What follows belongs to an exercise in optimizing a design on an open flow for small area, a short achievable clock period and few clock cycles per item; a production flow would make more cautious choices.
The RTL was checked by simulation tests, not by an equivalence proof against the original design.
Power figures rest on the tool's default switching activity, not on a simulated workload.

==> job 7460 <==
==> flow/design.v <==
package wdd_pkg;
  localparam int ValueW           = 32;
  localparam int WindowKW         = 5;
  localparam int DefaultMaxWindow = 16;
  typedef struct packed {
    logic signed [ValueW-1:0] value;
    logic                     last_item;
  } wdd_in_t;
  typedef struct packed {
    logic match_now;
    logic found_so_far;
    logic array_done;
  } wdd_out_t;
endpackage
module wdd_cell (
  input  logic                              in_window_i,
  input  logic signed [wdd_pkg::ValueW-1:0] probe_i,
  input  logic signed [wdd_pkg::ValueW-1:0] value_i,
  output logic                              hit_o
);
  assign hit_o = in_window_i && (value_i == probe_i);
endmodule
module windowed_duplicate_detector
#(
  parameter int MAX_WINDOW = wdd_pkg::DefaultMaxWindow
) (
  input  logic                clk_i,
  input  logic                rst_ni,
  input  logic                in_valid_i,
  output logic                in_stall_o,
  input  wdd_pkg::wdd_in_t             in_data_i,
  output logic                out_valid_o,
  input  logic                out_stall_i,
  output wdd_pkg::wdd_out_t            out_data_o,
  input  logic                cfg_we_i,
  input  logic [wdd_pkg::WindowKW-1:0] cfg_wdata_i
);
  localparam int N     = MAX_WINDOW;
  localparam int PhW   = (N > 16) ? 5 : (N > 8) ? 4 : (N > 4) ? 3 : (N > 2) ? 2 : 1;
  localparam int CntW  = (N > 15) ? 5 : (N > 7) ? 4 : (N > 3) ? 3 : (N > 1) ? 2 : 1;
  localparam int NGrp  = N;
  localparam int GrpSz = N / NGrp;
  localparam int QD    = 3;
  logic [N-1:0][wdd_pkg::ValueW-1:0] ring_q;
  logic [CntW-1:0]              fill_q, fill_d;
  logic [PhW-1:0]               phase_q, phase_d;
  logic [wdd_pkg::WindowKW-1:0] window_k_q, window_k_d;
  logic                         stall_q, stall_d;
  logic                         in_xfer;
  logic [N-1:0]                 in_window;
  logic [N-1:0]                 hit_vec;
  logic [NGrp-1:0]              grp_hit;
  logic [NGrp-1:0]              hit_q;
  logic                         hlast_q;
  logic                         hvalid_q;
  logic                         seen_q;
  wdd_pkg::wdd_out_t            res;
  logic [QD-1:0][2:0]           q_data, q_data_d;
  logic [QD-1:0]                q_valid, q_valid_d;
  logic                         pop;
  assign in_stall_o = stall_q;
  assign in_xfer    = in_valid_i && !stall_q;
  always_ff @(posedge clk_i) begin
    ring_q[0] <= in_xfer ? in_data_i.value : ring_q[N-1];
    for (int j = 1; j < N; j++) begin
      ring_q[j] <= ring_q[j-1];
    end
  end
  for (genvar gi = 0; gi < N; gi++) begin : g_cell
    assign in_window[gi] = (CntW'(gi) < fill_q) && (32'(gi) < 32'(window_k_q));
    wdd_cell u_cell (
      .in_window_i(in_window[gi]),
      .probe_i    (in_data_i.value),
      .value_i    (ring_q[gi]),
      .hit_o      (hit_vec[gi])
    );
  end
  for (genvar gg = 0; gg < NGrp; gg++) begin : g_grp
    assign grp_hit[gg] = |hit_vec[gg*GrpSz +: GrpSz];
  end
  always_comb begin
    fill_d  = fill_q;
    phase_d = (phase_q == PhW'(N - 1)) ? '0 : phase_q + PhW'(1);
    if (in_xfer) begin
      phase_d = '0;
      if (in_data_i.last_item) begin
        fill_d = '0;
      end else if (fill_q != CntW'(N)) begin
        fill_d = fill_q + CntW'(1);
      end
    end
  end
  always_comb begin
    if (32'(cfg_wdata_i) > N) begin
      window_k_d = wdd_pkg::WindowKW'(N);
    end else begin
      window_k_d = cfg_wdata_i;
    end
  end
  always_ff @(posedge clk_i or negedge rst_ni) begin
    if (!rst_ni) begin
      window_k_q <= '0;
    end else if (cfg_we_i) begin
      window_k_q <= window_k_d;
    end
  end
  always_ff @(posedge clk_i or negedge rst_ni) begin
    if (!rst_ni) begin
      fill_q   <= '0;
      phase_q  <= '0;
      hvalid_q <= 1'b0;
    end else begin
      fill_q   <= fill_d;
      phase_q  <= phase_d;
      hvalid_q <= in_xfer;
    end
  end
  always_ff @(posedge clk_i) begin
    hit_q   <= grp_hit;
    hlast_q <= in_data_i.last_item;
  end
  always_comb begin
    res.match_now    = |hit_q;
    res.found_so_far = seen_q || res.match_now;
    res.array_done   = hlast_q;
  end
  always_ff @(posedge clk_i or negedge rst_ni) begin
    if (!rst_ni) begin
      seen_q <= 1'b0;
    end else if (hvalid_q) begin
      seen_q <= hlast_q ? 1'b0 : res.found_so_far;
    end
  end
  assign pop = q_valid[0] && !out_stall_i;
  always_comb begin
    logic [QD-1:0] v_after;
    logic          placed;
    v_after = pop ? (q_valid >> 1) : q_valid;
    placed  = 1'b0;
    q_valid_d = v_after;
    for (int e = 0; e < QD; e++) begin
      q_data_d[e] = (pop && e < QD - 1) ? q_data[(e < QD - 1) ? e + 1 : e] : q_data[e];
      if (hvalid_q && !placed && !v_after[e]) begin
        q_data_d[e]  = res;
        q_valid_d[e] = 1'b1;
        placed       = 1'b1;
      end
    end
  end
  always_ff @(posedge clk_i or negedge rst_ni) begin
    if (!rst_ni) begin
      q_valid <= '0;
    end else begin
      q_valid <= q_valid_d;
    end
  end
  always_ff @(posedge clk_i) begin
    for (int e = 0; e < QD; e++) begin
      q_data[e] <= q_data_d[e];
    end
  end
  assign stall_d = q_valid_d[QD-1] || (q_valid_d[QD-2] && in_xfer) ||
                   (!in_xfer && (fill_q != '0) && (phase_q != PhW'(N - 1)));
  always_ff @(posedge clk_i or negedge rst_ni) begin
    if (!rst_ni) begin
      stall_q <= 1'b0;
    end else begin
      stall_q <= stall_d;
    end
  end
  assign out_valid_o = q_valid[0];
  assign out_data_o  = q_data[0];
endmodule
module wdd_top (
  input  logic        clk_i,
  input  logic        rst_ni,
  input  logic        in_valid_i,
  output logic        in_stall_o,
  input  logic [31:0] in_value_i,
  input  logic        in_last_i,
  output logic        out_valid_o,
  input  logic        out_stall_i,
  output logic        out_match_now_o,
  output logic        out_found_so_far_o,
  output logic        out_array_done_o,
  input  logic        cfg_we_i,
  input  logic [4:0]  cfg_wdata_i
);
  wdd_pkg::wdd_in_t  in_data;
  wdd_pkg::wdd_out_t out_data;
  assign in_data.value     = in_value_i;
  assign in_data.last_item = in_last_i;
  windowed_duplicate_detector u_wdd (
    .clk_i(clk_i), .rst_ni(rst_ni),
    .in_valid_i(in_valid_i), .in_stall_o(in_stall_o), .in_data_i(in_data),
    .out_valid_o(out_valid_o), .out_stall_i(out_stall_i), .out_data_o(out_data),
    .cfg_we_i(cfg_we_i), .cfg_wdata_i(cfg_wdata_i)
  );
  assign out_match_now_o    = out_data.match_now;
  assign out_found_so_far_o = out_data.found_so_far;
  assign out_array_done_o   = out_data.array_done;
endmodule
==> flow/flow/run.sh <==
#!/bin/bash
# The standard layout (the standard.sh, unchanged synthesis, floorplan,
# power grid and tap cells), with two placement/repair settings changed:
#  - the port buffers are plain buf_8 cells instead of the delay-buffer cell
#    buffer_ports picks by default (every port still gets its own buffer);
#  - gate sizing may swap a cell for one with a different footprint.
# The full output of the run goes to standard.log in this folder.
set -o pipefail
bash standard.sh \
  BUFFER_PORTS_ARGS="-buffer_cell sky130_fd_sc_hd__buf_8" \
  MATCH_CELL_FOOTPRINT=0 \
  finish > standard.log 2>&1
==> flow/standard.sh <==
#!/bin/bash
# synth_recipe.tcl (not shown) runs the flow's synth.tcl, then flattens the netlist and writes it again
# the make line also repeats each setting of config.mk as NAME=value (left out here)
make -C /OpenROAD-flow-scripts/flow DESIGN_CONFIG=/design/flow/config.mk WORK_HOME=/design/flow/orfs CLKGATE_MAP_FILE= SYNTH_SCRIPT=/design/flow/synth_recipe.tcl "${@:-finish}"
==> flow/config.mk <==
export PLATFORM = sky130hd
export DESIGN_NAME = wdd_top
export DESIGN_NICKNAME = wdd_top
export VERILOG_FILES = /design/flow/design.v
export SDC_FILE = /design/flow/constraint.sdc
export NUM_CORES = 4
export LEC_CHECK = 0
export CAP_MARGIN = 20
export CORE_MARGIN = 2
export CORE_UTILIZATION = 40
export CTS_CLUSTER_DIAMETER = 90
export CTS_CLUSTER_SIZE = 30
export SETUP_SLACK_MARGIN = 2.0
export SLEW_MARGIN = 20
==> flow/constraint.sdc <==
create_clock -name core_clock -period 4.0 [get_ports {clk_i}]
set_input_delay 0.8000 -clock core_clock [delete_from_list [all_inputs] [get_ports {clk_i}]]
set_output_delay 0.8000 -clock core_clock [all_outputs]
set_load 0.01 [all_outputs]
==> job 8281: changes against job 7460 <==
--- a/flow/design.v
+++ b/flow/design.v
@@ -40,3 +40,3 @@
   localparam int CntW  = (N > 15) ? 5 : (N > 7) ? 4 : (N > 3) ? 3 : (N > 1) ? 2 : 1;
-  localparam int NGrp  = N;
+  localparam int NGrp  = (N % 2 == 0) ? N / 2 : N;
   localparam int GrpSz = N / NGrp;
@@ -50,2 +50,3 @@
   logic [N-1:0]                 in_window;
+  logic [CntW-1:0]              span_q, span_d;
   logic [N-1:0]                 hit_vec;
@@ -68,4 +69,23 @@
   end
+  always_comb begin
+    span_d = span_q;
+    if (cfg_we_i) begin
+      span_d = (32'(fill_q) < 32'(window_k_d)) ? fill_q : CntW'(window_k_d);
+    end else if (in_xfer) begin
+      if (in_data_i.last_item) begin
+        span_d = '0;
+      end else if (32'(span_q) != 32'(window_k_q)) begin
+        span_d = span_q + CntW'(1);
+      end
+    end
+  end
+  always_ff @(posedge clk_i or negedge rst_ni) begin
+    if (!rst_ni) begin
+      span_q <= '0;
+    end else begin
+      span_q <= span_d;
+    end
+  end
   for (genvar gi = 0; gi < N; gi++) begin : g_cell
-    assign in_window[gi] = (CntW'(gi) < fill_q) && (32'(gi) < 32'(window_k_q));
+    assign in_window[gi] = (CntW'(gi) < span_q);
     wdd_cell u_cell (
--- a/flow/flow/run.sh
+++ b/flow/flow/run.sh
@@ -3,3 +3,3 @@
 # power grid and tap cells), with two placement/repair settings changed:
-#  - the port buffers are plain buf_8 cells instead of the delay-buffer cell
+#  - the port buffers are plain buf_4 cells instead of the delay-buffer cell
 #    buffer_ports picks by default (every port still gets its own buffer);
@@ -9,3 +9,3 @@
 bash standard.sh \
-  BUFFER_PORTS_ARGS="-buffer_cell sky130_fd_sc_hd__buf_8" \
+  BUFFER_PORTS_ARGS="-buffer_cell sky130_fd_sc_hd__buf_4" \
   MATCH_CELL_FOOTPRINT=0 \
- CORE_UTILIZATION: 40 -> 60
- CTS_CLUSTER_DIAMETER: 90 -> 80
- CTS_CLUSTER_SIZE: 30 -> 25
- GPL_TIMING_DRIVEN: unset -> 0
- PLACE_DENSITY: unset -> 0.75
- SETUP_SLACK_MARGIN: 2.0 -> 2.1
==> comparison <==
Between job 8281 and job 7460, the lower core utilization is in job 7460 (gap 22 points). Between job 7460 and job 8281, the lower sequential power is in job 7460 (gap 4.2%, measured against job 8281). Via count: job 8281 is larger than job 7460 (8.2%). Of job 7460 and job 8281, job 8281 has the higher register-to-register slack (gap 0.15 ns). In job 8281 the clock skew is lower than in job 7460, by 0.024 ns. Of job 7460 and job 8281, job 8281 has the higher worst hold slack (gap 0.089 ns). In maximum frequency, job 8281 and job 7460 hardly differ. In job 7460 the non-clock buffer count is lower than in job 8281, by 51. In job 7460 the synthesized cell count is smaller than in job 8281, by 1.0%. Of job 8281 and job 7460, job 8281 has the higher clock-buffer cell count (gap 4). In job 7460 the power is lower than in job 8281, by about 7%.
==> figures <==
item	job 8281	job 7460
Number of CTS-inserted buffers	26	23
HPWL after detailed placement	42500 um	43000 um
CP startpoint kind	input port	register
Worst reg2reg setup slack	2.17 ns	2.02 ns
N_taps	402	607
Power share of the clock group	0.207	0.220
Synthesized net count	1629	1608
Length of routed met3 wiring	3150 um	1580 um
Wire length per cell	25.9 um	25.1 um
Final weighted congestion of routability-driven global placement	0.954	0.980
Combinational cell fraction of total power	0.207	0.178
Area occupied by multi-input gates	7220 um2	6760 um2
Worst slew margin relative to its limit	0.525	0.288
Arrival time at the worst endpoint	2.46 ns	2.47 ns
Run status	finished clean	finished clean
Vias	11.4k	10.5k
Total Nets Final	1678	1604
Share of post-route cells with drive strength above 1	0.108	0.0639
Clock tree skew after final layout	0.0242 ns	0.0483 ns
Final standard cell utilization of the core	0.660	0.436
Origin of the worst setup path	in_value_i[28]	u_wdd.window_k_q[4]$_DFFE_PN0P_
Area share of the leading cell type in the synthesized netlist	0.549	0.560
Met3 usage in global routing	0.0329	0.0265
Testbench counts of job 7460, summed over its fixed seeds: cycles 16,795, items 16,384.
Testbench counts of job 8281, summed over its fixed seeds: cycles 16,795, items 16,384.

-- port drivers added, routing unchanged --
How much do the figures lean on ideal ports? The routed layouts below were timed once more, with nothing changed but the port constraints. Step 1 sets driving cells, clkbuf_16 on the clock port and buf_2 on the other inputs (assumed; they add their load-dependent delay and slew). Step 2 adds t to the input delays and takes it off the output delays; t is the mean of the earliest and latest rising clock arrival at the registers after step 1. Input paths then give back, and output paths get back, about the clock's delay inside the block. Three values: ideal ports, drivers, drivers and shift; two values: the first two.
run | t, ns | setup slack, ns | worst hold slack (ns)
job 7460 | 0.634 | 2.024 / 2.016 / 1.505 | 0.020 / 0.020 / 0.361
job 8281 | 0.623 | 2.028 / 2.006 / 1.423 | 0.109 / 0.077 / 0.348
After both steps setup and hold are still met in every run listed. For job 8281, which loses most, drivers alone change the setup slack by -0.022 ns; drivers and shift together by -0.605 ns.
